From an optimization exercise on the open Yosys and OpenROAD flow, aimed at small area, a short achievable clock period and few clock cycles; shortcuts taken in it are not production practice. In this exercise RTL edits were held to simulation tests only and were not proved equivalent to the original. Power and IR drop assume default switching activity.

### flow/constraint.sdc
create_clock -name core_clock -period 25.0 [get_ports {clk}]
set_input_delay 5.0000 -clock core_clock [delete_from_list [all_inputs] [get_ports {clk}]]
set_output_delay 5.0000 -clock core_clock [all_outputs]
set_load 0.01 [all_outputs]
### flow/design.v
package ex_pkg;
    localparam int REG_ADDR_W = 5;
    localparam int DATA_W_DEF = 32;
    typedef logic [REG_ADDR_W-1:0] reg_addr_t;
    typedef enum logic [4:0] {
        OP_OR,
        OP_AND,
        OP_NOR,
        OP_XOR,
        OP_SLL,
        OP_SRL,
        OP_SRA,
        OP_ADD,
        OP_ADDU,
        OP_SUB,
        OP_SUBU,
        OP_SLT,
        OP_SLTU,
        OP_CLZ,
        OP_CLO,
        OP_MULT,
        OP_MULTU,
        OP_MUL,
        OP_MFHI,
        OP_MFLO,
        OP_MTHI,
        OP_MTLO
    } alu_op_t;
    typedef enum logic [1:0] {
        RES_LOGIC_SHIFT,
        RES_ARITH,
        RES_MOVE,
        RES_MUL
    } res_sel_t;
endpackage
`timescale 1ns/1ns
module ex_logic_shift #(
    parameter int DATA_W = ex_pkg::DATA_W_DEF
) (
    input  ex_pkg::alu_op_t   op_i,
    input  logic [DATA_W-1:0] opa_i,
    input  logic [DATA_W-1:0] opb_i,
    output logic [DATA_W-1:0] logic_o,
    output logic [DATA_W-1:0] shift_o
);
    localparam int SH_W = $clog2(DATA_W);
    logic [SH_W-1:0]   shamt;
    logic              left;
    logic              fill;
    logic [DATA_W-1:0] src;
    logic [DATA_W-1:0] rsh;
    function automatic logic [DATA_W-1:0] reverse(input logic [DATA_W-1:0] v);
        for (int i = 0; i < DATA_W; i++)
            reverse[i] = v[DATA_W-1-i];
    endfunction
    logic [3:0] tt;
    always_comb
    begin
        case (op_i[1:0])
            2'd0:    tt = 4'b1110;
            2'd1:    tt = 4'b1000;
            2'd2:    tt = 4'b0001;
            default: tt = 4'b0110;
        endcase
        for (int i = 0; i < DATA_W; i++)
            logic_o[i] = tt[{opa_i[i], opb_i[i]}];
    end
    assign shamt = opa_i[SH_W-1:0];
    assign left  = (op_i == ex_pkg::OP_SLL);
    assign fill  = (op_i == ex_pkg::OP_SRA) && opb_i[DATA_W-1];
    assign src   = left ? reverse(opb_i) : opb_i;
    always_comb
    begin
        logic [DATA_W-1:0] r;
        r = src;
        for (int k = 0; k < SH_W; k++)
            if (shamt[k])
                r = (r >> (1 << k)) | (fill ? ~({DATA_W{1'b1}} >> (1 << k)) : '0);
        rsh = r;
    end
    assign shift_o = left ? reverse(rsh) : rsh;
endmodule
`timescale 1ns/1ns
module ex_arith #(
    parameter int DATA_W = ex_pkg::DATA_W_DEF
) (
    input  ex_pkg::alu_op_t   op_i,
    input  logic [DATA_W-1:0] opa_i,
    input  logic [DATA_W-1:0] opb_i,
    output logic [DATA_W-1:0] sum_o,
    output logic              lt_o,
    output logic [5:0]        clz_o,
    output logic              ovf_o
);
    localparam int MSB = DATA_W - 1;
    logic              sub_en;
    logic [DATA_W-1:0] addend;
    logic [DATA_W:0]   sum_full;
    logic              ovf_raw;
    logic [DATA_W-1:0] clz_src;
    function automatic logic [5:0] lzc32(input logic [31:0] v);
        logic [4:0] n;
        logic [31:0] x;
        x = v;
        n = '0;
        if (x[31:16] == '0) begin n[4] = 1'b1; x = {x[15:0], 16'd0}; end
        if (x[31:24] == '0) begin n[3] = 1'b1; x = {x[23:0], 8'd0}; end
        if (x[31:28] == '0) begin n[2] = 1'b1; x = {x[27:0], 4'd0}; end
        if (x[31:30] == '0) begin n[1] = 1'b1; x = {x[29:0], 2'd0}; end
        if (!x[31])         begin n[0] = 1'b1; end
        lzc32 = (v == '0) ? 6'd32 : {1'b0, n};
    endfunction
    assign sub_en = (op_i == ex_pkg::OP_SUB) || (op_i == ex_pkg::OP_SUBU) ||
                    (op_i == ex_pkg::OP_SLT) || (op_i == ex_pkg::OP_SLTU);
    assign addend   = sub_en ? ~opb_i : opb_i;
    assign sum_full = {1'b0, opa_i} + {1'b0, addend} + {{DATA_W{1'b0}}, sub_en};
    assign sum_o    = sum_full[MSB:0];
    assign ovf_raw = (opa_i[MSB] == addend[MSB]) && (sum_o[MSB] != opa_i[MSB]);
    assign lt_o = (op_i == ex_pkg::OP_SLT) ? (sum_o[MSB] ^ ovf_raw) : !sum_full[DATA_W];
    assign ovf_o = ((op_i == ex_pkg::OP_ADD) || (op_i == ex_pkg::OP_SUB)) && ovf_raw;
    assign clz_src = (op_i == ex_pkg::OP_CLO) ? ~opa_i : opa_i;
    assign clz_o   = lzc32(clz_src);
endmodule
`timescale 1ns/1ns
module ex_mul_iter #(
    parameter int DATA_W = ex_pkg::DATA_W_DEF
) (
    input  logic [DATA_W-1:0] a_i,       
    input  logic              signed_i,  
    input  logic [3:0]        one_i,     
    input  logic [3:0]        two_i,     
    input  logic [3:0]        neg_i,     
    input  logic              first_i,   
    input  logic              corr_i,    
    input  logic [31:0]       acc_i,     
    output logic [39:0]       v_o
);
    logic [32:0] a33;
    logic [31:0] accg;
    logic [31:0] corr_a;
    logic [33:0] pp [4];
    logic [39:0] row_a, row_b;
    assign a33    = {signed_i & a_i[DATA_W-1], a_i};
    assign accg   = first_i ? 32'd0 : acc_i;
    assign corr_a = corr_i ? a_i : 32'd0;
    always_comb
    begin
        for (int j = 0; j < 4; j++)
            pp[j] = (two_i[j] ? {a33, 1'b0} : (one_i[j] ? {a33[32], a33} : 34'd0)) ^ {34{neg_i[j]}};
    end
    logic fs0, fc0, hs0, hc0;
    logic fs1, fc1, hs1, hc1;
    logic fs2, fc2, hs2, hc2;
    logic fs3, fc3, hs3, hc3;
    logic fs4, fc4, hs4, hc4;
    logic fs5, fc5, hs5, hc5;
    logic fs6, fc6, hs6, hc6;
    logic fs7, fc7, hs7, hc7;
    logic fs8, fc8, hs8, hc8;
    logic fs9, fc9, hs9, hc9;
    logic fs10, fc10, hs10, hc10;
    logic fs11, fc11, hs11, hc11;
    logic fs12, fc12, hs12, hc12;
    logic fs13, fc13, hs13, hc13;
    logic fs14, fc14, hs14, hc14;
    logic fs15, fc15, hs15, hc15;
    logic fs16, fc16, hs16, hc16;
    logic fs17, fc17, hs17, hc17;
    logic fs18, fc18, hs18, hc18;
    logic fs19, fc19, hs19, hc19;
    logic fs20, fc20, hs20, hc20;
    logic fs21, fc21, hs21, hc21;
    logic fs22, fc22, hs22, hc22;
    logic fs23, fc23, hs23, hc23;
    logic fs24, fc24, hs24, hc24;
    logic fs25, fc25, hs25, hc25;
    logic fs26, fc26, hs26, hc26;
    logic fs27, fc27, hs27, hc27;
    logic fs28, fc28, hs28, hc28;
    logic fs29, fc29, hs29, hc29;
    logic fs30, fc30, hs30, hc30;
    logic fs31, fc31, hs31, hc31;
    logic fs32, fc32, hs32, hc32;
    logic fs33, fc33, hs33, hc33;
    logic fs34, fc34, hs34, hc34;
    logic fs35, fc35, hs35, hc35;
    logic fs36, fc36, hs36, hc36;
    logic fs37, fc37, hs37, hc37;
    logic fs38, fc38, hs38, hc38;
    logic fs39, fc39, hs39, hc39;
    logic fs40, fc40, hs40, hc40;
    logic fs41, fc41, hs41, hc41;
    logic fs42, fc42, hs42, hc42;
    logic fs43, fc43, hs43, hc43;
    logic fs44, fc44, hs44, hc44;
    logic fs45, fc45, hs45, hc45;
    logic fs46, fc46, hs46, hc46;
    logic fs47, fc47, hs47, hc47;
    logic fs48, fc48, hs48, hc48;
    logic fs49, fc49, hs49, hc49;
    logic fs50, fc50, hs50, hc50;
    logic fs51, fc51, hs51, hc51;
    logic fs52, fc52, hs52, hc52;
    logic fs53, fc53, hs53, hc53;
    logic fs54, fc54, hs54, hc54;
    logic fs55, fc55, hs55, hc55;
    logic fs56, fc56, hs56, hc56;
    logic fs57, fc57, hs57, hc57;
    logic fs58, fc58, hs58, hc58;
    logic fs59, fc59, hs59, hc59;
    logic fs60, fc60, hs60, hc60;
    logic fs61, fc61, hs61, hc61;
    logic fs62, fc62, hs62, hc62;
    logic fs63, fc63, hs63, hc63;
    logic fs64, fc64, hs64, hc64;
    logic fs65, fc65, hs65, hc65;
    logic fs66, fc66, hs66, hc66;
    logic fs67, fc67, hs67, hc67;
    logic fs68, fc68, hs68, hc68;
    logic fs69, fc69, hs69, hc69;
    logic fs70, fc70, hs70, hc70;
    logic fs71, fc71, hs71, hc71;
    logic fs72, fc72, hs72, hc72;
    logic fs73, fc73, hs73, hc73;
    logic fs74, fc74, hs74, hc74;
    logic fs75, fc75, hs75, hc75;
    logic fs76, fc76, hs76, hc76;
    logic fs77, fc77, hs77, hc77;
    logic fs78, fc78, hs78, hc78;
    logic fs79, fc79, hs79, hc79;
    logic fs80, fc80, hs80, hc80;
    logic fs81, fc81, hs81, hc81;
    logic fs82, fc82, hs82, hc82;
    logic fs83, fc83, hs83, hc83;
    logic fs84, fc84, hs84, hc84;
    logic fs85, fc85, hs85, hc85;
    logic fs86, fc86, hs86, hc86;
    logic fs87, fc87, hs87, hc87;
    logic fs88, fc88, hs88, hc88;
    logic fs89, fc89, hs89, hc89;
    logic fs90, fc90, hs90, hc90;
    logic fs91, fc91, hs91, hc91;
    logic fs92, fc92, hs92, hc92;
    logic fs93, fc93, hs93, hc93;
    logic fs94, fc94, hs94, hc94;
    logic fs95, fc95, hs95, hc95;
    logic fs96, fc96, hs96, hc96;
    logic fs97, fc97, hs97, hc97;
    logic fs98, fc98, hs98, hc98;
    logic fs99, fc99, hs99, hc99;
    logic fs100, fc100, hs100, hc100;
    logic fs101, fc101, hs101, hc101;
    logic fs102, fc102, hs102, hc102;
    logic fs103, fc103, hs103, hc103;
    logic fs104, fc104, hs104, hc104;
    logic fs105, fc105, hs105, hc105;
    logic fs106, fc106, hs106, hc106;
    logic fs107, fc107, hs107, hc107;
    logic fs108, fc108, hs108, hc108;
    logic fs109, fc109, hs109, hc109;
    logic fs110, fc110, hs110, hc110;
    logic fs111, fc111, hs111, hc111;
    logic fs112, fc112, hs112, hc112;
    logic fs113, fc113, hs113, hc113;
    logic fs114, fc114, hs114, hc114;
    logic fs115, fc115, hs115, hc115;
    logic fs116, fc116, hs116, hc116;
    logic fs117, fc117, hs117, hc117;
    logic fs118, fc118, hs118, hc118;
    logic fs119, fc119, hs119, hc119;
    logic fs120, fc120, hs120, hc120;
    logic fs121, fc121, hs121, hc121;
    logic fs122, fc122, hs122, hc122;
    logic fs123, fc123, hs123, hc123;
    logic fs124, fc124, hs124, hc124;
    logic fs125, fc125, hs125, hc125;
    logic fs126, fc126, hs126, hc126;
    logic fs127, fc127, hs127, hc127;
    logic fs128, fc128, hs128, hc128;
    logic fs129, fc129, hs129, hc129;
    logic fs130, fc130, hs130, hc130;
    logic fs131, fc131, hs131, hc131;
    logic fs132, fc132, hs132, hc132;
    logic fs133, fc133, hs133, hc133;
    logic fs134, fc134, hs134, hc134;
    logic fs135, fc135, hs135, hc135;
    logic fs136, fc136, hs136, hc136;
    logic fs137, fc137, hs137, hc137;
    logic fs138, fc138, hs138, hc138;
    logic fs139, fc139, hs139, hc139;
    logic fs140, fc140, hs140, hc140;
    assign hs0 = pp[0][31] ^ pp[1][29];
    assign hc0 = pp[0][31] & pp[1][29];
    assign hs1 = pp[0][32] ^ pp[1][30];
    assign hc1 = pp[0][32] & pp[1][30];
    assign hs2 = pp[0][4] ^ pp[1][2];
    assign hc2 = pp[0][4] & pp[1][2];
    assign hs3 = pp[0][5] ^ pp[1][3];
    assign hc3 = pp[0][5] & pp[1][3];
    assign fs4 = pp[0][6] ^ pp[1][4] ^ pp[2][2];
    assign fc4 = (pp[0][6] & pp[1][4]) | (pp[0][6] & pp[2][2]) | (pp[1][4] & pp[2][2]);
    assign hs5 = pp[3][0] ^ accg[6];
    assign hc5 = pp[3][0] & accg[6];
    assign fs6 = pp[0][7] ^ pp[1][5] ^ pp[2][3];
    assign fc6 = (pp[0][7] & pp[1][5]) | (pp[0][7] & pp[2][3]) | (pp[1][5] & pp[2][3]);
    assign hs7 = pp[3][1] ^ accg[7];
    assign hc7 = pp[3][1] & accg[7];
    assign fs8 = pp[0][8] ^ pp[1][6] ^ pp[2][4];
    assign fc8 = (pp[0][8] & pp[1][6]) | (pp[0][8] & pp[2][4]) | (pp[1][6] & pp[2][4]);
    assign fs9 = pp[3][2] ^ accg[8] ^ corr_a[0];
    assign fc9 = (pp[3][2] & accg[8]) | (pp[3][2] & corr_a[0]) | (accg[8] & corr_a[0]);
    assign fs10 = pp[0][9] ^ pp[1][7] ^ pp[2][5];
    assign fc10 = (pp[0][9] & pp[1][7]) | (pp[0][9] & pp[2][5]) | (pp[1][7] & pp[2][5]);
    assign fs11 = pp[3][3] ^ accg[9] ^ corr_a[1];
    assign fc11 = (pp[3][3] & accg[9]) | (pp[3][3] & corr_a[1]) | (accg[9] & corr_a[1]);
    assign fs12 = pp[0][10] ^ pp[1][8] ^ pp[2][6];
    assign fc12 = (pp[0][10] & pp[1][8]) | (pp[0][10] & pp[2][6]) | (pp[1][8] & pp[2][6]);
    assign fs13 = pp[3][4] ^ accg[10] ^ corr_a[2];
    assign fc13 = (pp[3][4] & accg[10]) | (pp[3][4] & corr_a[2]) | (accg[10] & corr_a[2]);
    assign fs14 = pp[0][11] ^ pp[1][9] ^ pp[2][7];
    assign fc14 = (pp[0][11] & pp[1][9]) | (pp[0][11] & pp[2][7]) | (pp[1][9] & pp[2][7]);
    assign fs15 = pp[3][5] ^ accg[11] ^ corr_a[3];
    assign fc15 = (pp[3][5] & accg[11]) | (pp[3][5] & corr_a[3]) | (accg[11] & corr_a[3]);
    assign fs16 = pp[0][12] ^ pp[1][10] ^ pp[2][8];
    assign fc16 = (pp[0][12] & pp[1][10]) | (pp[0][12] & pp[2][8]) | (pp[1][10] & pp[2][8]);
    assign fs17 = pp[3][6] ^ accg[12] ^ corr_a[4];
    assign fc17 = (pp[3][6] & accg[12]) | (pp[3][6] & corr_a[4]) | (accg[12] & corr_a[4]);
    assign fs18 = pp[0][13] ^ pp[1][11] ^ pp[2][9];
    assign fc18 = (pp[0][13] & pp[1][11]) | (pp[0][13] & pp[2][9]) | (pp[1][11] & pp[2][9]);
    assign fs19 = pp[3][7] ^ accg[13] ^ corr_a[5];
    assign fc19 = (pp[3][7] & accg[13]) | (pp[3][7] & corr_a[5]) | (accg[13] & corr_a[5]);
    assign fs20 = pp[0][14] ^ pp[1][12] ^ pp[2][10];
    assign fc20 = (pp[0][14] & pp[1][12]) | (pp[0][14] & pp[2][10]) | (pp[1][12] & pp[2][10]);
    assign fs21 = pp[3][8] ^ accg[14] ^ corr_a[6];
    assign fc21 = (pp[3][8] & accg[14]) | (pp[3][8] & corr_a[6]) | (accg[14] & corr_a[6]);
    assign fs22 = pp[0][15] ^ pp[1][13] ^ pp[2][11];
    assign fc22 = (pp[0][15] & pp[1][13]) | (pp[0][15] & pp[2][11]) | (pp[1][13] & pp[2][11]);
    assign fs23 = pp[3][9] ^ accg[15] ^ corr_a[7];
    assign fc23 = (pp[3][9] & accg[15]) | (pp[3][9] & corr_a[7]) | (accg[15] & corr_a[7]);
    assign fs24 = pp[0][16] ^ pp[1][14] ^ pp[2][12];
    assign fc24 = (pp[0][16] & pp[1][14]) | (pp[0][16] & pp[2][12]) | (pp[1][14] & pp[2][12]);
    assign fs25 = pp[3][10] ^ accg[16] ^ corr_a[8];
    assign fc25 = (pp[3][10] & accg[16]) | (pp[3][10] & corr_a[8]) | (accg[16] & corr_a[8]);
    assign fs26 = pp[0][17] ^ pp[1][15] ^ pp[2][13];
    assign fc26 = (pp[0][17] & pp[1][15]) | (pp[0][17] & pp[2][13]) | (pp[1][15] & pp[2][13]);
    assign fs27 = pp[3][11] ^ accg[17] ^ corr_a[9];
    assign fc27 = (pp[3][11] & accg[17]) | (pp[3][11] & corr_a[9]) | (accg[17] & corr_a[9]);
    assign fs28 = pp[0][18] ^ pp[1][16] ^ pp[2][14];
    assign fc28 = (pp[0][18] & pp[1][16]) | (pp[0][18] & pp[2][14]) | (pp[1][16] & pp[2][14]);
    assign fs29 = pp[3][12] ^ accg[18] ^ corr_a[10];
    assign fc29 = (pp[3][12] & accg[18]) | (pp[3][12] & corr_a[10]) | (accg[18] & corr_a[10]);
    assign fs30 = pp[0][19] ^ pp[1][17] ^ pp[2][15];
    assign fc30 = (pp[0][19] & pp[1][17]) | (pp[0][19] & pp[2][15]) | (pp[1][17] & pp[2][15]);
    assign fs31 = pp[3][13] ^ accg[19] ^ corr_a[11];
    assign fc31 = (pp[3][13] & accg[19]) | (pp[3][13] & corr_a[11]) | (accg[19] & corr_a[11]);
    assign fs32 = pp[0][20] ^ pp[1][18] ^ pp[2][16];
    assign fc32 = (pp[0][20] & pp[1][18]) | (pp[0][20] & pp[2][16]) | (pp[1][18] & pp[2][16]);
    assign fs33 = pp[3][14] ^ accg[20] ^ corr_a[12];
    assign fc33 = (pp[3][14] & accg[20]) | (pp[3][14] & corr_a[12]) | (accg[20] & corr_a[12]);
    assign fs34 = pp[0][21] ^ pp[1][19] ^ pp[2][17];
    assign fc34 = (pp[0][21] & pp[1][19]) | (pp[0][21] & pp[2][17]) | (pp[1][19] & pp[2][17]);
    assign fs35 = pp[3][15] ^ accg[21] ^ corr_a[13];
    assign fc35 = (pp[3][15] & accg[21]) | (pp[3][15] & corr_a[13]) | (accg[21] & corr_a[13]);
    assign fs36 = pp[0][22] ^ pp[1][20] ^ pp[2][18];
    assign fc36 = (pp[0][22] & pp[1][20]) | (pp[0][22] & pp[2][18]) | (pp[1][20] & pp[2][18]);
    assign fs37 = pp[3][16] ^ accg[22] ^ corr_a[14];
    assign fc37 = (pp[3][16] & accg[22]) | (pp[3][16] & corr_a[14]) | (accg[22] & corr_a[14]);
    assign fs38 = pp[0][23] ^ pp[1][21] ^ pp[2][19];
    assign fc38 = (pp[0][23] & pp[1][21]) | (pp[0][23] & pp[2][19]) | (pp[1][21] & pp[2][19]);
    assign fs39 = pp[3][17] ^ accg[23] ^ corr_a[15];
    assign fc39 = (pp[3][17] & accg[23]) | (pp[3][17] & corr_a[15]) | (accg[23] & corr_a[15]);
    assign fs40 = pp[0][24] ^ pp[1][22] ^ pp[2][20];
    assign fc40 = (pp[0][24] & pp[1][22]) | (pp[0][24] & pp[2][20]) | (pp[1][22] & pp[2][20]);
    assign fs41 = pp[3][18] ^ accg[24] ^ corr_a[16];
    assign fc41 = (pp[3][18] & accg[24]) | (pp[3][18] & corr_a[16]) | (accg[24] & corr_a[16]);
    assign fs42 = pp[0][25] ^ pp[1][23] ^ pp[2][21];
    assign fc42 = (pp[0][25] & pp[1][23]) | (pp[0][25] & pp[2][21]) | (pp[1][23] & pp[2][21]);
    assign fs43 = pp[3][19] ^ accg[25] ^ corr_a[17];
    assign fc43 = (pp[3][19] & accg[25]) | (pp[3][19] & corr_a[17]) | (accg[25] & corr_a[17]);
    assign fs44 = pp[0][26] ^ pp[1][24] ^ pp[2][22];
    assign fc44 = (pp[0][26] & pp[1][24]) | (pp[0][26] & pp[2][22]) | (pp[1][24] & pp[2][22]);
    assign fs45 = pp[3][20] ^ accg[26] ^ corr_a[18];
    assign fc45 = (pp[3][20] & accg[26]) | (pp[3][20] & corr_a[18]) | (accg[26] & corr_a[18]);
    assign fs46 = pp[0][27] ^ pp[1][25] ^ pp[2][23];
    assign fc46 = (pp[0][27] & pp[1][25]) | (pp[0][27] & pp[2][23]) | (pp[1][25] & pp[2][23]);
    assign fs47 = pp[3][21] ^ accg[27] ^ corr_a[19];
    assign fc47 = (pp[3][21] & accg[27]) | (pp[3][21] & corr_a[19]) | (accg[27] & corr_a[19]);
    assign fs48 = pp[0][28] ^ pp[1][26] ^ pp[2][24];
    assign fc48 = (pp[0][28] & pp[1][26]) | (pp[0][28] & pp[2][24]) | (pp[1][26] & pp[2][24]);
    assign fs49 = pp[3][22] ^ accg[28] ^ corr_a[20];
    assign fc49 = (pp[3][22] & accg[28]) | (pp[3][22] & corr_a[20]) | (accg[28] & corr_a[20]);
    assign fs50 = pp[0][29] ^ pp[1][27] ^ pp[2][25];
    assign fc50 = (pp[0][29] & pp[1][27]) | (pp[0][29] & pp[2][25]) | (pp[1][27] & pp[2][25]);
    assign fs51 = pp[3][23] ^ accg[29] ^ corr_a[21];
    assign fc51 = (pp[3][23] & accg[29]) | (pp[3][23] & corr_a[21]) | (accg[29] & corr_a[21]);
    assign fs52 = pp[0][30] ^ pp[1][28] ^ pp[2][26];
    assign fc52 = (pp[0][30] & pp[1][28]) | (pp[0][30] & pp[2][26]) | (pp[1][28] & pp[2][26]);
    assign fs53 = pp[3][24] ^ accg[30] ^ corr_a[22];
    assign fc53 = (pp[3][24] & accg[30]) | (pp[3][24] & corr_a[22]) | (accg[30] & corr_a[22]);
    assign fs54 = hs0 ^ pp[2][27] ^ pp[3][25];
    assign fc54 = (hs0 & pp[2][27]) | (hs0 & pp[3][25]) | (pp[2][27] & pp[3][25]);
    assign fs55 = ~accg[31] ^ corr_a[23] ^ 1'b1;
    assign fc55 = (~accg[31] & corr_a[23]) | (~accg[31] & 1'b1) | (corr_a[23] & 1'b1);
    assign fs56 = hs1 ^ pp[2][28] ^ pp[3][26];
    assign fc56 = (hs1 & pp[2][28]) | (hs1 & pp[3][26]) | (pp[2][28] & pp[3][26]);
    assign fs57 = corr_a[24] ^ 1'b1 ^ hc0;
    assign fc57 = (corr_a[24] & 1'b1) | (corr_a[24] & hc0) | (1'b1 & hc0);
    assign fs58 = ~pp[0][33] ^ pp[1][31] ^ pp[2][29];
    assign fc58 = (~pp[0][33] & pp[1][31]) | (~pp[0][33] & pp[2][29]) | (pp[1][31] & pp[2][29]);
    assign fs59 = pp[3][27] ^ corr_a[25] ^ hc1;
    assign fc59 = (pp[3][27] & corr_a[25]) | (pp[3][27] & hc1) | (corr_a[25] & hc1);
    assign fs60 = pp[1][32] ^ pp[2][30] ^ pp[3][28];
    assign fc60 = (pp[1][32] & pp[2][30]) | (pp[1][32] & pp[3][28]) | (pp[2][30] & pp[3][28]);
    assign hs61 = corr_a[26] ^ 1'b1;
    assign hc61 = corr_a[26] & 1'b1;
    assign fs62 = ~pp[1][33] ^ pp[2][31] ^ pp[3][29];
    assign fc62 = (~pp[1][33] & pp[2][31]) | (~pp[1][33] & pp[3][29]) | (pp[2][31] & pp[3][29]);
    assign hs63 = pp[2][32] ^ pp[3][30];
    assign hc63 = pp[2][32] & pp[3][30];
    assign hs64 = pp[0][2] ^ pp[1][0];
    assign hc64 = pp[0][2] & pp[1][0];
    assign hs65 = pp[0][3] ^ pp[1][1];
    assign hc65 = pp[0][3] & pp[1][1];
    assign fs66 = hs2 ^ pp[2][0] ^ accg[4];
    assign fc66 = (hs2 & pp[2][0]) | (hs2 & accg[4]) | (pp[2][0] & accg[4]);
    assign fs67 = hs3 ^ pp[2][1] ^ accg[5];
    assign fc67 = (hs3 & pp[2][1]) | (hs3 & accg[5]) | (pp[2][1] & accg[5]);
    assign fs68 = fs4 ^ hs5 ^ neg_i[3];
    assign fc68 = (fs4 & hs5) | (fs4 & neg_i[3]) | (hs5 & neg_i[3]);
    assign fs69 = fs6 ^ hs7 ^ fc4;
    assign fc69 = (fs6 & hs7) | (fs6 & fc4) | (hs7 & fc4);
    assign fs70 = fs8 ^ fs9 ^ fc6;
    assign fc70 = (fs8 & fs9) | (fs8 & fc6) | (fs9 & fc6);
    assign fs71 = fs10 ^ fs11 ^ fc8;
    assign fc71 = (fs10 & fs11) | (fs10 & fc8) | (fs11 & fc8);
    assign fs72 = fs12 ^ fs13 ^ fc10;
    assign fc72 = (fs12 & fs13) | (fs12 & fc10) | (fs13 & fc10);
    assign fs73 = fs14 ^ fs15 ^ fc12;
    assign fc73 = (fs14 & fs15) | (fs14 & fc12) | (fs15 & fc12);
    assign fs74 = fs16 ^ fs17 ^ fc14;
    assign fc74 = (fs16 & fs17) | (fs16 & fc14) | (fs17 & fc14);
    assign fs75 = fs18 ^ fs19 ^ fc16;
    assign fc75 = (fs18 & fs19) | (fs18 & fc16) | (fs19 & fc16);
    assign fs76 = fs20 ^ fs21 ^ fc18;
    assign fc76 = (fs20 & fs21) | (fs20 & fc18) | (fs21 & fc18);
    assign fs77 = fs22 ^ fs23 ^ fc20;
    assign fc77 = (fs22 & fs23) | (fs22 & fc20) | (fs23 & fc20);
    assign fs78 = fs24 ^ fs25 ^ fc22;
    assign fc78 = (fs24 & fs25) | (fs24 & fc22) | (fs25 & fc22);
    assign fs79 = fs26 ^ fs27 ^ fc24;
    assign fc79 = (fs26 & fs27) | (fs26 & fc24) | (fs27 & fc24);
    assign fs80 = fs28 ^ fs29 ^ fc26;
    assign fc80 = (fs28 & fs29) | (fs28 & fc26) | (fs29 & fc26);
    assign fs81 = fs30 ^ fs31 ^ fc28;
    assign fc81 = (fs30 & fs31) | (fs30 & fc28) | (fs31 & fc28);
    assign fs82 = fs32 ^ fs33 ^ fc30;
    assign fc82 = (fs32 & fs33) | (fs32 & fc30) | (fs33 & fc30);
    assign fs83 = fs34 ^ fs35 ^ fc32;
    assign fc83 = (fs34 & fs35) | (fs34 & fc32) | (fs35 & fc32);
    assign fs84 = fs36 ^ fs37 ^ fc34;
    assign fc84 = (fs36 & fs37) | (fs36 & fc34) | (fs37 & fc34);
    assign fs85 = fs38 ^ fs39 ^ fc36;
    assign fc85 = (fs38 & fs39) | (fs38 & fc36) | (fs39 & fc36);
    assign fs86 = fs40 ^ fs41 ^ fc38;
    assign fc86 = (fs40 & fs41) | (fs40 & fc38) | (fs41 & fc38);
    assign fs87 = fs42 ^ fs43 ^ fc40;
    assign fc87 = (fs42 & fs43) | (fs42 & fc40) | (fs43 & fc40);
    assign fs88 = fs44 ^ fs45 ^ fc42;
    assign fc88 = (fs44 & fs45) | (fs44 & fc42) | (fs45 & fc42);
    assign fs89 = fs46 ^ fs47 ^ fc44;
    assign fc89 = (fs46 & fs47) | (fs46 & fc44) | (fs47 & fc44);
    assign fs90 = fs48 ^ fs49 ^ fc46;
    assign fc90 = (fs48 & fs49) | (fs48 & fc46) | (fs49 & fc46);
    assign fs91 = fs50 ^ fs51 ^ fc48;
    assign fc91 = (fs50 & fs51) | (fs50 & fc48) | (fs51 & fc48);
    assign fs92 = fs52 ^ fs53 ^ fc50;
    assign fc92 = (fs52 & fs53) | (fs52 & fc50) | (fs53 & fc50);
    assign fs93 = fs54 ^ fs55 ^ fc52;
    assign fc93 = (fs54 & fs55) | (fs54 & fc52) | (fs55 & fc52);
    assign fs94 = fs56 ^ fs57 ^ fc54;
    assign fc94 = (fs56 & fs57) | (fs56 & fc54) | (fs57 & fc54);
    assign fs95 = fs58 ^ fs59 ^ fc56;
    assign fc95 = (fs58 & fs59) | (fs58 & fc56) | (fs59 & fc56);
    assign fs96 = fs60 ^ hs61 ^ fc58;
    assign fc96 = (fs60 & hs61) | (fs60 & fc58) | (hs61 & fc58);
    assign fs97 = fs62 ^ corr_a[27] ^ fc60;
    assign fc97 = (fs62 & corr_a[27]) | (fs62 & fc60) | (corr_a[27] & fc60);
    assign fs98 = hs63 ^ corr_a[28] ^ 1'b1;
    assign fc98 = (hs63 & corr_a[28]) | (hs63 & 1'b1) | (corr_a[28] & 1'b1);
    assign fs99 = ~pp[2][33] ^ pp[3][31] ^ corr_a[29];
    assign fc99 = (~pp[2][33] & pp[3][31]) | (~pp[2][33] & corr_a[29]) | (pp[3][31] & corr_a[29]);
    assign hs100 = pp[3][32] ^ corr_a[30];
    assign hc100 = pp[3][32] & corr_a[30];
    assign hs101 = pp[0][0] ^ accg[0];
    assign hc101 = pp[0][0] & accg[0];
    assign hs102 = pp[0][1] ^ accg[1];
    assign hc102 = pp[0][1] & accg[1];
    assign fs103 = hs64 ^ accg[2] ^ neg_i[1];
    assign fc103 = (hs64 & accg[2]) | (hs64 & neg_i[1]) | (accg[2] & neg_i[1]);
    assign fs104 = hs65 ^ accg[3] ^ hc64;
    assign fc104 = (hs65 & accg[3]) | (hs65 & hc64) | (accg[3] & hc64);
    assign fs105 = fs66 ^ neg_i[2] ^ hc65;
    assign fc105 = (fs66 & neg_i[2]) | (fs66 & hc65) | (neg_i[2] & hc65);
    assign fs106 = fs67 ^ hc2 ^ fc66;
    assign fc106 = (fs67 & hc2) | (fs67 & fc66) | (hc2 & fc66);
    assign fs107 = fs68 ^ hc3 ^ fc67;
    assign fc107 = (fs68 & hc3) | (fs68 & fc67) | (hc3 & fc67);
    assign fs108 = fs69 ^ hc5 ^ fc68;
    assign fc108 = (fs69 & hc5) | (fs69 & fc68) | (hc5 & fc68);
    assign fs109 = fs70 ^ hc7 ^ fc69;
    assign fc109 = (fs70 & hc7) | (fs70 & fc69) | (hc7 & fc69);
    assign fs110 = fs71 ^ fc9 ^ fc70;
    assign fc110 = (fs71 & fc9) | (fs71 & fc70) | (fc9 & fc70);
    assign fs111 = fs72 ^ fc11 ^ fc71;
    assign fc111 = (fs72 & fc11) | (fs72 & fc71) | (fc11 & fc71);
    assign fs112 = fs73 ^ fc13 ^ fc72;
    assign fc112 = (fs73 & fc13) | (fs73 & fc72) | (fc13 & fc72);
    assign fs113 = fs74 ^ fc15 ^ fc73;
    assign fc113 = (fs74 & fc15) | (fs74 & fc73) | (fc15 & fc73);
    assign fs114 = fs75 ^ fc17 ^ fc74;
    assign fc114 = (fs75 & fc17) | (fs75 & fc74) | (fc17 & fc74);
    assign fs115 = fs76 ^ fc19 ^ fc75;
    assign fc115 = (fs76 & fc19) | (fs76 & fc75) | (fc19 & fc75);
    assign fs116 = fs77 ^ fc21 ^ fc76;
    assign fc116 = (fs77 & fc21) | (fs77 & fc76) | (fc21 & fc76);
    assign fs117 = fs78 ^ fc23 ^ fc77;
    assign fc117 = (fs78 & fc23) | (fs78 & fc77) | (fc23 & fc77);
    assign fs118 = fs79 ^ fc25 ^ fc78;
    assign fc118 = (fs79 & fc25) | (fs79 & fc78) | (fc25 & fc78);
    assign fs119 = fs80 ^ fc27 ^ fc79;
    assign fc119 = (fs80 & fc27) | (fs80 & fc79) | (fc27 & fc79);
    assign fs120 = fs81 ^ fc29 ^ fc80;
    assign fc120 = (fs81 & fc29) | (fs81 & fc80) | (fc29 & fc80);
    assign fs121 = fs82 ^ fc31 ^ fc81;
    assign fc121 = (fs82 & fc31) | (fs82 & fc81) | (fc31 & fc81);
    assign fs122 = fs83 ^ fc33 ^ fc82;
    assign fc122 = (fs83 & fc33) | (fs83 & fc82) | (fc33 & fc82);
    assign fs123 = fs84 ^ fc35 ^ fc83;
    assign fc123 = (fs84 & fc35) | (fs84 & fc83) | (fc35 & fc83);
    assign fs124 = fs85 ^ fc37 ^ fc84;
    assign fc124 = (fs85 & fc37) | (fs85 & fc84) | (fc37 & fc84);
    assign fs125 = fs86 ^ fc39 ^ fc85;
    assign fc125 = (fs86 & fc39) | (fs86 & fc85) | (fc39 & fc85);
    assign fs126 = fs87 ^ fc41 ^ fc86;
    assign fc126 = (fs87 & fc41) | (fs87 & fc86) | (fc41 & fc86);
    assign fs127 = fs88 ^ fc43 ^ fc87;
    assign fc127 = (fs88 & fc43) | (fs88 & fc87) | (fc43 & fc87);
    assign fs128 = fs89 ^ fc45 ^ fc88;
    assign fc128 = (fs89 & fc45) | (fs89 & fc88) | (fc45 & fc88);
    assign fs129 = fs90 ^ fc47 ^ fc89;
    assign fc129 = (fs90 & fc47) | (fs90 & fc89) | (fc47 & fc89);
    assign fs130 = fs91 ^ fc49 ^ fc90;
    assign fc130 = (fs91 & fc49) | (fs91 & fc90) | (fc49 & fc90);
    assign fs131 = fs92 ^ fc51 ^ fc91;
    assign fc131 = (fs92 & fc51) | (fs92 & fc91) | (fc51 & fc91);
    assign fs132 = fs93 ^ fc53 ^ fc92;
    assign fc132 = (fs93 & fc53) | (fs93 & fc92) | (fc53 & fc92);
    assign fs133 = fs94 ^ fc55 ^ fc93;
    assign fc133 = (fs94 & fc55) | (fs94 & fc93) | (fc55 & fc93);
    assign fs134 = fs95 ^ fc57 ^ fc94;
    assign fc134 = (fs95 & fc57) | (fs95 & fc94) | (fc57 & fc94);
    assign fs135 = fs96 ^ fc59 ^ fc95;
    assign fc135 = (fs96 & fc59) | (fs96 & fc95) | (fc59 & fc95);
    assign fs136 = fs97 ^ hc61 ^ fc96;
    assign fc136 = (fs97 & hc61) | (fs97 & fc96) | (hc61 & fc96);
    assign fs137 = fs98 ^ fc62 ^ fc97;
    assign fc137 = (fs98 & fc62) | (fs98 & fc97) | (fc62 & fc97);
    assign fs138 = fs99 ^ hc63 ^ fc98;
    assign fc138 = (fs99 & hc63) | (fs99 & fc98) | (hc63 & fc98);
    assign fs139 = hs100 ^ 1'b1 ^ fc99;
    assign fc139 = (hs100 & 1'b1) | (hs100 & fc99) | (1'b1 & fc99);
    assign fs140 = ~pp[3][33] ^ corr_a[31] ^ hc100;
    assign fc140 = (~pp[3][33] & corr_a[31]) | (~pp[3][33] & hc100) | (corr_a[31] & hc100);
    assign row_a = {fs140, fs139, fs138, fs137, fs136, fs135, fs134, fs133, fs132, fs131, fs130, fs129, fs128, fs127, fs126, fs125, fs124, fs123, fs122, fs121, fs120, fs119, fs118, fs117, fs116, fs115, fs114, fs113, fs112, fs111, fs110, fs109, fs108, fs107, fs106, fs105, fs104, fs103, hs102, hs101};
    assign row_b = {fc139, fc138, fc137, fc136, fc135, fc134, fc133, fc132, fc131, fc130, fc129, fc128, fc127, fc126, fc125, fc124, fc123, fc122, fc121, fc120, fc119, fc118, fc117, fc116, fc115, fc114, fc113, fc112, fc111, fc110, fc109, fc108, fc107, fc106, fc105, fc104, fc103, hc102, hc101, neg_i[0]};
    assign v_o = row_a + row_b;
endmodule
`timescale 1ns/1ns
module ex_ctrl #(
    parameter int DATA_W = ex_pkg::DATA_W_DEF
) (
    input  logic                clk,
    input  logic                reset_i,
    input  logic                in_valid_i,
    output logic                in_ready_o,
    input  ex_pkg::alu_op_t     aluop_i,
    input  logic [DATA_W-1:0]   reg1_i,
    input  logic [DATA_W-1:0]   reg2_i,
    input  ex_pkg::reg_addr_t   wd_i,
    input  logic                wreg_i,
    output logic                out_valid_o,
    input  logic                out_ready_i,
    output ex_pkg::reg_addr_t   wd_o,
    output logic                wreg_o,
    output logic [DATA_W-1:0]   wdata_o,
    output logic                overflow_o,
    output ex_pkg::alu_op_t     op_o,
    output logic [DATA_W-1:0]   opa_o,
    output logic [DATA_W-1:0]   opb_o,
    input  logic [DATA_W-1:0]   logic_i,
    input  logic [DATA_W-1:0]   shift_i,
    input  logic [DATA_W-1:0]   sum_i,
    input  logic                lt_i,
    input  logic [5:0]          clz_i,
    input  logic                ovf_i,
    output logic                mul_signed_o,
    output logic [3:0]          mul_one_o,
    output logic [3:0]          mul_two_o,
    output logic [3:0]          mul_neg_o,
    output logic                mul_first_o,
    output logic                mul_corr_o,
    output logic [31:0]         mul_acc_o,
    input  logic [39:0]         mul_v_i
);
    localparam int RW = DATA_W + 7;    
    logic              in_v;
    ex_pkg::alu_op_t   op_q;
    logic [DATA_W-1:0] a_q;
    logic [DATA_W-1:0] b_q;
    ex_pkg::reg_addr_t wd_q;
    logic              wreg_q;
    logic [1:0]        cnt_q;
    logic [11:0]       bsel_q;      
    logic              in_ready_q;
    logic              sk_v;
    logic [RW-1:0]     sk_q;
    logic [RW-1:0]     out_q;
    logic [DATA_W-1:0] hi_q;
    logic [DATA_W-1:0] lo_q;
    logic              accept;
    logic              is_mul;
    logic              mul_last;
    logic              done;
    logic              fire;
    logic              out_free;
    logic              in_v_next;
    logic              sk_v_next;
    logic              done_next;
    logic              step;
    logic [DATA_W-1:0] mul_lo;
    logic [DATA_W-1:0] res;
    logic [RW-1:0]     res_w;
    function automatic logic [11:0] booth_enc(input logic [7:0] c, input logic prev);
        logic [2:0] t;
        for (int j = 0; j < 4; j++)
        begin
            t = {c[2*j+1], c[2*j], (j == 0) ? prev : c[2*j-1]};
            booth_enc[j]     = t[1] ^ t[0];
            booth_enc[4 + j] = (t[2] & ~t[1] & ~t[0]) | (~t[2] & t[1] & t[0]);
            booth_enc[8 + j] = t[2];
        end
    endfunction
    function automatic logic op_is_mul(input ex_pkg::alu_op_t op);
        op_is_mul = (op == ex_pkg::OP_MULT) || (op == ex_pkg::OP_MULTU) || (op == ex_pkg::OP_MUL);
    endfunction
    assign in_ready_o = in_ready_q;
    assign accept     = in_valid_i && in_ready_q;
    assign is_mul   = op_is_mul(op_q);
    assign mul_last = (cnt_q == 2'd3);
    assign done     = !is_mul || mul_last;
    assign fire     = in_v && done && !sk_v;
    assign step     = in_v && is_mul && !mul_last && !sk_v;
    assign out_free = !out_valid_o || out_ready_i;
    assign op_o  = op_q;
    assign opa_o = a_q;
    assign opb_o = b_q;
    assign mul_signed_o = (op_q != ex_pkg::OP_MULTU);
    assign {mul_neg_o, mul_two_o, mul_one_o} = bsel_q;
    assign mul_first_o  = (cnt_q == 2'd0);
    assign mul_corr_o   = mul_last && (op_q == ex_pkg::OP_MULTU) && b_q[7];
    assign mul_acc_o    = sk_q[32:1];
    assign mul_lo       = {mul_v_i[7:0], b_q[DATA_W-1:8]};
    always_comb
    begin
        case (op_q)
            ex_pkg::OP_OR, ex_pkg::OP_AND, ex_pkg::OP_NOR, ex_pkg::OP_XOR:
                res = logic_i;
            ex_pkg::OP_SLL, ex_pkg::OP_SRL, ex_pkg::OP_SRA:
                res = shift_i;
            ex_pkg::OP_ADD, ex_pkg::OP_ADDU, ex_pkg::OP_SUB, ex_pkg::OP_SUBU:
                res = sum_i;
            ex_pkg::OP_SLT, ex_pkg::OP_SLTU:
                res = {{(DATA_W-1){1'b0}}, lt_i};
            ex_pkg::OP_CLZ, ex_pkg::OP_CLO:
                res = {{(DATA_W-6){1'b0}}, clz_i};
            ex_pkg::OP_MULT, ex_pkg::OP_MULTU, ex_pkg::OP_MUL:
                res = mul_last ? mul_lo : mul_v_i[39:8];
            ex_pkg::OP_MFHI:
                res = hi_q;
            ex_pkg::OP_MFLO:
                res = lo_q;
            default:
                res = '0;
        endcase
    end
    assign res_w = {wd_q, wreg_q && !ovf_i, res, ovf_i};
    assign {wd_o, wreg_o, wdata_o, overflow_o} = out_q;
    assign in_v_next = accept || (in_v && !fire);
    assign sk_v_next = sk_v ? !out_free : (fire && !out_free);
    assign done_next = accept ? !op_is_mul(aluop_i) : (!is_mul || mul_last || (cnt_q == 2'd2 && step));
    always_ff @(posedge clk)
    begin
        if (reset_i)
        begin
            in_v        <= 1'b0;
            in_ready_q  <= 1'b1;
            out_valid_o <= 1'b0;
            sk_v        <= 1'b0;
        end
        else
        begin
            in_v        <= in_v_next;
            in_ready_q  <= !in_v_next || (done_next && !sk_v_next);
            out_valid_o <= sk_v || fire || (out_valid_o && !out_ready_i);
            sk_v        <= sk_v_next;
        end
    end
    always_ff @(posedge clk)
    begin
        if (in_ready_q)
        begin
            op_q    <= aluop_i;
            a_q     <= reg1_i;
            wd_q    <= wd_i;
            wreg_q  <= wreg_i;
        end
    end
    always_ff @(posedge clk)
    begin
        if (in_ready_q)
        begin
            b_q     <= reg2_i;
            cnt_q   <= 2'd0;
            bsel_q  <= booth_enc(reg2_i[7:0], 1'b0);
        end
        else if (step)
        begin
            b_q     <= mul_lo;
            cnt_q   <= cnt_q + 2'd1;
            bsel_q  <= booth_enc(b_q[15:8], b_q[7]);
        end
    end
    always_ff @(posedge clk)
    begin
        if (out_free)
            out_q <= sk_v ? sk_q : res_w;
        if (!sk_v)
            sk_q <= res_w;
    end
    always_ff @(posedge clk)
    begin
        if (reset_i)
        begin
            hi_q <= '0;
            lo_q <= '0;
        end
        else if (fire)
        begin
            case (op_q)
                ex_pkg::OP_MTHI: hi_q <= a_q;
                ex_pkg::OP_MTLO: lo_q <= a_q;
                ex_pkg::OP_MULT, ex_pkg::OP_MULTU:
                begin
                    hi_q <= mul_v_i[39:8];
                    lo_q <= mul_lo;
                end
                default: ;
            endcase
        end
    end
endmodule
`timescale 1ns/1ns
module ex_top #(
    parameter int DATA_W = ex_pkg::DATA_W_DEF
) (
    input  logic              clk,
    input  logic              reset_i,
    input  logic              in_valid_i,
    output logic              in_ready_o,
    input  ex_pkg::alu_op_t   aluop_i,
    input  logic [DATA_W-1:0] reg1_i,
    input  logic [DATA_W-1:0] reg2_i,
    input  ex_pkg::reg_addr_t wd_i,
    input  logic              wreg_i,
    output logic              out_valid_o,
    input  logic              out_ready_i,
    output ex_pkg::reg_addr_t wd_o,
    output logic              wreg_o,
    output logic [DATA_W-1:0] wdata_o,
    output logic              overflow_o
);
    ex_pkg::alu_op_t     op;
    logic [DATA_W-1:0]   opa;
    logic [DATA_W-1:0]   opb;
    logic [DATA_W-1:0]   logic_res;
    logic [DATA_W-1:0]   shift_res;
    logic [DATA_W-1:0]   sum;
    logic                lt;
    logic [5:0]          clz;
    logic                ovf;
    logic                mul_signed;
    logic [3:0]          mul_one;
    logic [3:0]          mul_two;
    logic [3:0]          mul_neg;
    logic                mul_first;
    logic                mul_corr;
    logic [31:0]         mul_acc;
    logic [39:0]         mul_v;
    ex_ctrl #(.DATA_W(DATA_W)) u_ctrl (
        .clk          (clk),
        .reset_i      (reset_i),
        .in_valid_i   (in_valid_i),
        .in_ready_o   (in_ready_o),
        .aluop_i      (aluop_i),
        .reg1_i       (reg1_i),
        .reg2_i       (reg2_i),
        .wd_i         (wd_i),
        .wreg_i       (wreg_i),
        .out_valid_o  (out_valid_o),
        .out_ready_i  (out_ready_i),
        .wd_o         (wd_o),
        .wreg_o       (wreg_o),
        .wdata_o      (wdata_o),
        .overflow_o   (overflow_o),
        .op_o         (op),
        .opa_o        (opa),
        .opb_o        (opb),
        .logic_i      (logic_res),
        .shift_i      (shift_res),
        .sum_i        (sum),
        .lt_i         (lt),
        .clz_i        (clz),
        .ovf_i        (ovf),
        .mul_signed_o (mul_signed),
        .mul_one_o    (mul_one),
        .mul_two_o    (mul_two),
        .mul_neg_o    (mul_neg),
        .mul_first_o  (mul_first),
        .mul_corr_o   (mul_corr),
        .mul_acc_o    (mul_acc),
        .mul_v_i      (mul_v)
    );
    ex_logic_shift #(.DATA_W(DATA_W)) u_logic_shift (
        .op_i    (op),
        .opa_i   (opa),
        .opb_i   (opb),
        .logic_o (logic_res),
        .shift_o (shift_res)
    );
    ex_arith #(.DATA_W(DATA_W)) u_arith (
        .op_i  (op),
        .opa_i (opa),
        .opb_i (opb),
        .sum_o (sum),
        .lt_o  (lt),
        .clz_o (clz),
        .ovf_o (ovf)
    );
    ex_mul_iter #(.DATA_W(DATA_W)) u_mul (
        .a_i      (opa),
        .signed_i (mul_signed),
        .one_i    (mul_one),
        .two_i    (mul_two),
        .neg_i    (mul_neg),
        .first_i  (mul_first),
        .corr_i   (mul_corr),
        .acc_i    (mul_acc),
        .v_o      (mul_v)
    );
endmodule
### flow/flow/run.sh
#!/bin/bash
# The standard layout, with repair_timing aiming at a shorter path than the
# 25 ns clock needs (a larger setup slack margin) and plain buffers (not delay
# cells) on the ports; constraints are unchanged.
set -euo pipefail
bash standard.sh SETUP_SLACK_MARGIN=19 "BUFFER_PORTS_ARGS=-buffer_cell sky130_fd_sc_hd__buf_2" finish > standard_flow.log 2>&1
### flow/config.mk
export PLATFORM = sky130hd
export DESIGN_NAME = ex_top
export DESIGN_NICKNAME = ex_top
export VERILOG_FILES = /design/flow/design.v
export SDC_FILE = /design/flow/constraint.sdc
export NUM_CORES = 4
export LEC_CHECK = 0
export CAP_MARGIN = 20
export CORE_MARGIN = 2
export CORE_UTILIZATION = 40
export SLEW_MARGIN = 20
export TNS_END_PERCENT = 20
### flow/standard.sh
#!/bin/bash
# synth_recipe.tcl (not shown) runs the flow's synth.tcl, then flattens the netlist and writes it again
# the make line also repeats each setting of config.mk as NAME=value (left out here)
make -C /OpenROAD-flow-scripts/flow DESIGN_CONFIG=/design/flow/config.mk WORK_HOME=/design/flow/orfs CLKGATE_MAP_FILE= SYNTH_SCRIPT=/design/flow/synth_recipe.tcl "${@:-finish}"
==> results of run 1 <==
==> how the worst min path moves through the flow <==
stage | endpoint | slack, ns
floorplan | u_ctrl.hi_q[12] | 0.43
global placement | u_ctrl.hi_q[12] | 0.44
detailed placement | u_ctrl.sk_q[0] | 0.46
CTS | u_ctrl.sk_q[0] | 0.47
global route | u_ctrl.sk_q[37] | 0.49
finish | u_ctrl.sk_q[0] | 0.47
==> layout by cell type, fill, tap and decap left out, types with 19 or more instances in the layout <==
master	count
nand2_1	281
nor2_1	200
xnor2_1	178
inv_1	177
a21oi_1	152
o21ai_0	132
a22oi_1	125
fa_1	125
edfxtp_1	122
buf_4	118
buf_2	116
dfxtp_1	107
ha_1	78
mux2i_1	73
o211ai_1	69
xor2_1	60
nand2b_1	48
nand3_1	47
a21o_1	43
a311oi_1	43
mux2_2	40
mux4_2	37
nor3_1	36
a211oi_1	34
a221oi_1	30
clkbuf_16	29
nand4_1	25
a31oi_1	25
nor2b_1	24
o22ai_1	23
a222oi_1	19
==> cell type report <==
type	count	area, um2
fill	6048	33500
tap	837	1050
multi-input combinational	2233	17700
clock buffer	36	782
clock inverter	18	196
antenna	4	10.0
sequential	231	5850
inverter	182	683
timing repair buffer	267	2010
==> Yosys cell counts (16+ instances only) <==
master / count
clkbuf_1: 233
a221oi_1: 31
fa_1: 125
ha_1: 95
nand2b_1: 50
o21ai_0: 137
xnor2_1: 180
buf_1: 36
mux2i_1: 73
edfxtp_1: 122
nand4_1: 25
and2_1: 16
a311oi_1: 44
a31oi_1: 25
a211oi_1: 34
a21oi_1: 156
dfxtp_1: 109
nor2b_1: 28
nand3_1: 47
nand2_1: 284
xor2_1: 61
nor2_1: 203
mux2_2: 40
inv_1: 180
and3_1: 16
mux4_2: 37
a21o_1: 43
o22ai_1: 23
o211ai_1: 69
a222oi_1: 19
nor3_1: 40
a22oi_1: 125
==> worst reg2reg max path, stage by stage (launching register included) <==
cell and delay (ns):
edfxtp_1 0.37, clkbuf_8 0.31, inv_1 0.23, buf_4 0.37, xnor2_1 0.20, fa_1 0.52, fa_1 0.51, inv_1 0.05
fa_1 0.48, ha_1 0.43, a21oi_1 0.28, o21ai_0 0.16, a221o_1 0.39, a21oi_2 0.28, o21ai_0 0.13, a31oi_1 0.25
o31ai_2 0.13, xor2_1 0.24, mux2i_1 0.11, o22ai_1 0.29
==> routing by layer <==
layer	vias up	GRT usage (%)	part of all wire, %
met5	-	0	0.025
met4	4	24.3	7.8
met3	454	8.31	12
met1	12200	45.3	37
met2	1828	53.3	43
li1	10600	-	-
==> flip-flops by register name, summed over array words and instances (netlist names), 2 cells and up <==
name           flops
u_ctrl.op_q        5
u_ctrl.lo_q       32
u_ctrl.out_q      39
u_ctrl.hi_q       32
u_ctrl.a_q        32
u_ctrl.cnt_q       2
u_ctrl.b_q        29
u_ctrl.sk_q       39
u_ctrl.bsel_q     11
u_ctrl.wd_q        5
==> report_power, final <==
group | leakage (nW) | total, mW | internal [mW] | switching [mW]
sequential | 2.21 | 0.501 | 0.462 | 0.0393
combinational | 8.45 | 3.00 | 1.07 | 1.93
clock | 0.477 | 0.445 | 0.255 | 0.190
==> repair_timing <==
action	4_1_cts	5_1_grt
pin swaps	2	50
endpoints found under the setup margin	107	94
cloned	4	0
setup buffers	20	27
resized for setup	23	68
==> kinds of logic (layout without fill, tap and decap cells) <==
group | after synthesis | count (layout)
AO/OA/AOI/OAI | 845 | 845
AND/OR/NAND/NOR | 773 | 776
buffers and inverters | 469 | 503
XOR/XNOR | 241 | 241
flip-flops | 231 | 231
adder cells (fa/ha/maj) | 220 | 220
multiplexers | 151 | 151
other | 0 | 4
==> impl_metrics.tcl, run 1 <==
set metrics [dict create \
    status "complete, no violations" \
    synth_compound_area_share_pct 23.6 \
    crit_arrival_ns 1.28 \
    finalInstanceArea_mm2 0.0282 \
    fmax_ghz 0.159 \
    drv_cap 0 \
    num_io_pins 120 \
    drive_above_1_share_pct 16.2 \
    finalSetupViolations 0 \
    path_clk_slew_ns 0.07 \
    crit_path_end_kind "output port" \
    nNetsFinal 3243 \
    p_leak_nw 11.1 \
    synth.avg_cell_area_um2 8.51 \
    syn_inst 2930 \
    place_ws_ns 18.44 \
    crit_buf_inv 1 \
    synthSimpleGateAreaFrac_pct 14.4 \
    syn-num-nets 3229 \
    ys_seq_elements 231 \
    max-vdd-ir-drop_mv 0.0908 \
    synth_top_family_by_area "compound AO/OA/AOI/OAI gates" \
    slew_headroom_pct 17.9 \
    path_class "flip-flop to output port" \
    rsz0062_at_grt "true" \
    first_pass_iters 7 \
    cts-hold-fix-buffers 0 \
    wl_per_cell_um 30.5 \
    slew_viol_final 0 \
    total_power_mw 3.94 \
    synthTopCellsByArea "edfxtp_1, fa_1, dfxtp_1, xnor2_1, ha_1" \
    cts_tree "built" \
    gp_congestion 1.02 \
    drt-initial-drc-count 3937 \
    drt-total-wl_um 116000 \
    place_area_mm2 0.0263 \
    cp_max_fo 1 \
    syn_to_final_growth_pct 13.3 \
    dp_hpwl_um 80400 \
    synth-edff-count 122 \
    tns_ns 0 \
    setup_slack_ns 18.72 \
    timing.rr.end "u_ctrl.out_q[26]" \
    hold-path-cell-count 1 \
    synth_mux_area_share_pct 8.14 \
    die_h_um 254 \
    slowest_stage "edfxtp_1" \
    crit_path_start_kind "flip-flop" \
    grt_use_total_pct 35.5 \
    crit_path_start "u_ctrl.out_q[28]" \
    rr_worst_depth 19 \
    yosys_warnings 5 \
    coreArea_mm2 0.0617 \
    r2r_start "u_ctrl.bsel_q[10]" \
    io_buffers 119 \
    endpoint "wdata_o[27]" \
    hold_start "u_ctrl.sk_q[0]" \
    worst_slew_pin_slew_ns 1.23 \
    period_needed_ns 6.28 \
    start_util_pct 40.4 \
    synth_xor_area_share_pct 8.46 \
    rows 91 \
    synthAdderAreaFrac_pct 14.8 \
    cts.sinks 231 \
    cpPeakStageDelay_ns 0.47 \
    clock_skew_ns 0.0271 \
    post-route-period-util_pct 25.1 \
    synth_seq_area_share_pct 23.4 \
    clk_latency_ns 0.62 \
    cp_top_family "flip-flops" \
    fin_util_pct 45.8 \
    synth_top_area_cell "edfxtp_1" \
    synth_top_area_share_pct 14.7 \
    min_path_type "flip-flop to flip-flop" \
    vias 25200 \
    vias_per_cell 6.61 \
    grt_first_pass_wirelength_um 167000 \
    hold-worst-slack_ns 0.466 \
    netlist_area_mm2 0.0249 \
    path_depth 1 \
    ys.flop_type "edfxtp_1" \
    htreeDepth 1 \
    overflow 0 \
    p_per_area_mw_per_mm2 140 \
    cts_root_buffer "clkbuf_16" \
    reg2reg_setup_slack_ns 19.05 \
    antenna_found_initial 6 \
    grt_pass1_vias 24500 \
    layoutNonFillerInstCount 3808 \
    placedCellCount 3699 \
    final_antenna_net_count 0 \
    die_x_um 254 \
    hold_violations 0 \
    grt_max_degree 72 \
    dieArea_mm2 0.0644 \
    drc 0 \
    clk_path_buf_depth 3 \
    ys_types 90 \
    cts_made_buffers 29 \
    required_ns 20.00 \
    async_flop_share_pct 0 \
    crit_chain "buf_2" \
]
Testbench counts, summed over its fixed seeds: cycles 6,532.
==> inputs of run 2 (changes only) <==
--- a/flow/config.mk
+++ b/flow/config.mk
@@ -9,4 +9,3 @@
 export CORE_MARGIN = 2
 export CORE_UTILIZATION = 40
 export SLEW_MARGIN = 20
-export TNS_END_PERCENT = 20
==> impl_metrics.tcl, run 2 <==
set metrics [dict create \
    grt_use_total_pct 35.3 \
    cts.sinks 231 \
    clock_skew_ns 0.0243 \
    dp_hpwl_um 81000 \
    synth_top_area_cell "edfxtp_1" \
    die_x_um 254 \
    cts-hold-fix-buffers 0 \
    place_ws_ns 18.39 \
    layoutNonFillerInstCount 3778 \
    synth.most_common_cell "nand2_1" \
    grt_pass1_vias 23900 \
    path_clk_slew_ns 0.08 \
    layout_common_cells "nand2_1, nor2_1, inv_1, xnor2_1, a21oi_1" \
    finalSetupViolations 0 \
    nNetsFinal 3220 \
    post-route-period-util_pct 24.8 \
    syn_to_final_growth_pct 12.2 \
    grt_first_pass_wirelength_um 166000 \
    slowest_stage "edfxtp_1" \
    status "complete, no violations" \
    fmax_ghz 0.161 \
    dieArea_mm2 0.0644 \
    ys_types 90 \
    ys.flop_type "edfxtp_1" \
    synthTopCellsByArea "edfxtp_1, fa_1, dfxtp_1, xnor2_1, ha_1" \
    coreArea_mm2 0.0617 \
    vias_per_cell 6.58 \
    max-vdd-ir-drop_mv 0.101 \
    slew_viol_final 0 \
    grt_max_degree 71 \
    overflow 0 \
    required_ns 20.00 \
    cts_tree "built" \
    synth_common_cells "nand2_1, clkbuf_1, nor2_1, inv_1, xnor2_1" \
    vias 24900 \
    final_antenna_net_count 0 \
    crit_path_start_kind "flip-flop" \
    crit_chain "buf_2" \
    htreeDepth 1 \
    clk_path_buf_depth 3 \
    drive_above_1_share_pct 15.5 \
    yosys_warnings 5 \
    setup_slack_ns 18.79 \
    cp_max_fo 1 \
    crit_buf_inv 1 \
    first_pass_iters 9 \
    placedCellCount 3695 \
    netlist_area_mm2 0.0249 \
    crit_path_end_kind "output port" \
    gp_congestion 1.06 \
    rsz0062_at_grt "true" \
    clk_latency_ns 0.58 \
    io_buffers 119 \
    slew_headroom_pct 17.3 \
    wl_per_cell_um 30.7 \
    synth_seq_area_share_pct 23.4 \
    drt-initial-drc-count 3241 \
    p_per_area_mw_per_mm2 136 \
    synth_top_area_share_pct 14.7 \
    drt-total-wl_um 116000 \
    tns_ns 0 \
    crit_arrival_ns 1.21 \
    drv_cap 0 \
    reg_top3 "u_ctrl.out_q: 39 flops, u_ctrl.sk_q: 39 flops" \
    drc 0 \
    regArea_mm2 0.00585 \
    cts_root_buffer "clkbuf_16" \
    antenna_found_initial 1 \
    synth-edff-count 122 \
    syn-num-nets 3229 \
    multi_input_area_mm2 0.0176 \
    syn_inst 2930 \
    synth.avg_cell_area_um2 8.51 \
    cpPeakStageDelay_ns 0.46 \
    async_flop_share_pct 0 \
    rows 91 \
    worst_slew_pin_slew_ns 1.24 \
    hold_violations 0 \
    p_leak_nw 11.0 \
    finalInstanceArea_mm2 0.0280 \
    start_util_pct 40.4 \
    fillers 6028 \
    die_h_um 254 \
    layout_commonest_cell "nand2_1" \
    cts_made_buffers 25 \
    period_needed_ns 6.21 \
    num_io_pins 120 \
    ys_seq_elements 231 \
    place_area_mm2 0.0263 \
    hold-worst-slack_ns 0.463 \
    min_path_type "flip-flop to flip-flop" \
    cp_top_family "flip-flops" \
    path_class "flip-flop to output port" \
]
[run 2: cell count changes in the layout (fill, tap and decap cells not counted), moves of 3 or more]
cell      previous run  this run
buf_4              118       103
clkinv_2             6         1
clkinv_4             0         3
diode_2              4         1
ha_1                78        81
ha_4                10         7
[run 2: final timing paths]
kind | from | end | slack (ns) | depth (start not counted)
max | u_ctrl.out_q[28] | wdata_o[27] | 18.79 | 1
min | u_ctrl.hi_q[12] | u_ctrl.hi_q[12] | 0.46 | 2
max reg2reg | u_ctrl.op_q[2] | u_ctrl.out_q[25] | 19.02 | 21
min reg2reg | u_ctrl.hi_q[12] | u_ctrl.hi_q[12] | 0.46 | 2
[run 2: logic make-up after synthesis]
kind of cell	synth area share, %
multiplexers	8.14
flip-flops	23.4
adder cells (fa/ha/maj)	14.8
buffers and inverters	7.24
XOR/XNOR	8.46
AO/OA/AOI/OAI	23.6
AND/OR/NAND/NOR	14.4
[run 2: cell type report]
cell class	instances	area share [%]
Antenna cell	1	0.00894
Clock buffer	32	2.48
Clock inverter	14	0.613
Inverter	182	2.45
Multi-Input combinational cell	2231	63.0
Sequential cell	231	20.9
Tap cell	837	3.74
Timing Repair Buffer	250	6.81
[run 2: layer usage]
layer	up-vias	track usage, %	part of all wire [%]
met5	-	0	0
li1	10600	-	-
met1	12200	45.8	38
met3	384	7.83	12
met2	1717	53.5	43
met4	0	21.8	7.2
[run 2: stage by stage]
step	total power [mW]	utilization [%]
after detailed placement	3.11	42.6
after floorplan	2.24	-
after global placement	3.10	42.6
final	3.80	45.3
after global routing	4.02	45.3
after CTS	3.56	44.5
[run 2: repair_timing]
item                                    in CTS  in global routing
pin swaps                                    1                 14
setup buffers                               16                 15
endpoints found under the hold margin        0                  0
gates cloned                                 2                  3
resized for setup                           30                 70
endpoints found under the setup margin     110                 88
[run 2: report_power, final]
part	switching, mW	internal [mW]
Clock	0.176	0.230
Combinational	1.85	1.03
Sequential	0.0515	0.462
Total	2.08	1.72
==> inputs of run 3 (changes only) <==
==> flow/flow/run.sh (replaced) <==
#!/bin/bash
# The standard layout, with repair_timing aiming at a shorter path than the
# 25 ns clock needs (a larger setup slack margin) and plain buffers (not delay
# cells) on the ports; constraints are unchanged.
set -euo pipefail
bash standard.sh SETUP_SLACK_MARGIN=18.85 "BUFFER_PORTS_ARGS=-buffer_cell sky130_fd_sc_hd__buf_2" finish > standard_flow.log 2>&1
==> impl_metrics.tcl, run 3 <==
set metrics [dict create \
    synth_top_area_share_pct 14.7 \
    ys_types 90 \
    crit_path_start_kind "flip-flop" \
    io_buffers 119 \
    wl_per_cell_um 30.0 \
    status "complete, no violations" \
    crit_path_end_kind "output port" \
    htreeDepth 1 \
    grt_use_total_pct 34.5 \
    slew_viol_final 0 \
    vias_per_cell 6.53 \
    ys_seq_elements 231 \
    post-route-period-util_pct 25.0 \
    final_antenna_net_count 0 \
    async_flop_share_pct 0 \
    total_power_mw 3.96 \
    drt-initial-drc-count 3411 \
    antenna_found_initial 4 \
    drive_above_1_share_pct 15.1 \
    syn-num-nets 3229 \
    cp_top_family "flip-flops" \
    vias 24700 \
    hold_violations 0 \
    reg_top3 "u_ctrl.out_q: 39 flops, u_ctrl.sk_q: 39 flops" \
    finalInstanceArea_mm2 0.0277 \
    clk_path_buf_depth 3 \
    clock_skew_ns 0.0155 \
    synthTopCellsByArea "edfxtp_1, fa_1, dfxtp_1, xnor2_1, ha_1" \
    gp_congestion 1.10 \
    wl_met1_um 43900 \
    clk_latency_ns 0.58 \
    synth-edff-count 122 \
    tns_ns 0 \
    dieArea_mm2 0.0644 \
    cts_tree "built" \
    p_leak_nw 10.9 \
    period_needed_ns 6.26 \
    grt_pass1_vias 23500 \
    synth_top_area_cell "edfxtp_1" \
    regArea_mm2 0.00585 \
    synth_common_cells "nand2_1, clkbuf_1, nor2_1, inv_1, xnor2_1" \
    crit_chain "buf_2" \
    rows 91 \
    drt-total-wl_um 113000 \
    fmax_ghz 0.160 \
    worst_slew_pin_slew_ns 1.17 \
    slew_headroom_pct 21.6 \
    cts_made_buffers 29 \
    fillers 6095 \
    nNetsFinal 3218 \
    finalSetupViolations 0 \
    min_path_type "flip-flop to flip-flop" \
    syn_inst 2930 \
    first_pass_iters 6 \
    synth_seq_area_share_pct 23.4 \
    wl_met3_um 13100 \
    netlist_area_mm2 0.0249 \
    p_per_area_mw_per_mm2 143 \
    coreArea_mm2 0.0617 \
    crit_arrival_ns 1.26 \
    drv_cap 0 \
    start_util_pct 40.4 \
    synth.most_common_cell "nand2_1" \
    cts_root_buffer "clkbuf_16" \
    cts.sinks 231 \
    ys.flop_type "edfxtp_1" \
    die_h_um 254 \
    rsz0062_at_grt "true" \
    num_io_pins 120 \
    overflow 0 \
    synth.avg_cell_area_um2 8.51 \
    cp_max_fo 1 \
    slowest_stage "edfxtp_1" \
    top_layer "met4" \
    layout_common_cells "nand2_1, nor2_1, inv_1, xnor2_1, a21oi_1" \
    cpPeakStageDelay_ns 0.49 \
    fin_util_pct 44.9 \
    required_ns 20.00 \
    path_class "flip-flop to output port" \
    die_x_um 254 \
    max-vdd-ir-drop_mv 0.120 \
    route.met2.wl_um 47500 \
    yosys_warnings 5 \
    place_area_mm2 0.0263 \
    grt_first_pass_wirelength_um 162000 \
    grt_max_degree 69 \
    multi_input_area_mm2 0.0175 \
    syn_to_final_growth_pct 11.1 \
    hold-worst-slack_ns 0.465 \
    crit_buf_inv 1 \
    drc 0 \
    dp_hpwl_um 81800 \
    layout_commonest_cell "nand2_1" \
    path_clk_slew_ns 0.06 \
]
run 3: cell counts after synthesis:
Identical to the previous run, type by type.
run 3: path summary, 6_finish.rpt:
kind,startpoint,end,cells past startpoint,slack (ns)
worst max register to register,u_ctrl.op_q[0],u_ctrl.out_q[24],21,18.84
worst min-delay path,u_ctrl.hi_q[12],u_ctrl.hi_q[12],2,0.47
worst max-delay path,u_ctrl.out_q[32],wdata_o[31],1,18.74
worst min register to register,u_ctrl.hi_q[12],u_ctrl.hi_q[12],2,0.47
run 3: worst min-delay path: cells and delay by family (launching register included):
kind	cells	cell delay, ns
compound gates	1	0.05
simple gates	1	0.05
flops	1	0.31
run 3: through the flow:
step	cells	setup WS (ns)
floorplan	2930	18.88
global placement	3703	18.15
detailed placement	3703	18.12
CTS	3767	18.74
global route	3778	18.74
finish	3779	18.74
run 3: layout make-up:
cell class	instances	area share, %
multi-input combinational	2230	63.2
sequential	231	21.1
timing repair buffer	245	6.03
tap	837	3.78
clock buffer	38	2.93
inverter	182	2.48
clock inverter	15	0.451
antenna	1	0.00903
run 3: layer usage:
layer  GRT usage, %  vias to the layer above
met4           21.1                        0
met3           8.22                      380
li1               -                    10600
met2           51.4                     1672
met5              0                        -
met1           45.1                    12000
run 3: power by group:
part / internal, mW / total (mW) / switching, mW
Combinational: 1.03 / 3.03 / 2.00
Clock: 0.239 / 0.420 / 0.181
Sequential: 0.462 / 0.513 / 0.0506
run 3: kinds of logic after synthesis:
kind of cell | after synthesis | share of synthesized area [%]
AO/OA/AOI/OAI | 845 | 23.6
AND/OR/NAND/NOR | 773 | 14.4
buffers and inverters | 469 | 7.24
XOR/XNOR | 241 | 8.46
flip-flops | 231 | 23.4
adder cells (fa/ha/maj) | 220 | 14.8
multiplexers | 151 | 8.14
run 3: repair_timing:
| action | CTS | global route |
|---|---|---|
| resized for setup | 16 | 38 |
| hold buffers | 0 | 0 |
| gates cloned | 1 | 0 |
| setup buffers | 10 | 11 |
| endpoints found under the setup margin | 65 | 69 |
| pin swaps | 4 | 7 |

==> re-timing with driven ports <==
No port has a modelled driver above. Below, the same layouts with a new extraction and two added sets of constraints.
Step 1, drivers: a clkbuf_16 drives clk and a buf_2 each remaining input, both assumed.
Step 2 times the ports against the registers' clock, not the clock port: input delays grow and output delays shrink by t, the midpoint of the rising clock arrivals with the driver on.
Slacks: ideal ports / drivers / drivers and shift; pairs: ideal ports / drivers.
run	shift t [ns]	setup slack, ns	slew at the worst register clock pin (ns)
run 1	0.673	18.717 / 18.654 / 18.668	0.07 / 0.07
run 2	0.621	18.794 / 18.739 / 18.525	0.08 / 0.08
run 3	0.631	18.742 / 18.686 / 18.461	0.07 / 0.07
After both steps setup and hold are still met in every run listed. The setup slack of run 3, which loses most, moves by -0.056 ns with the drivers and by -0.281 ns with both steps.
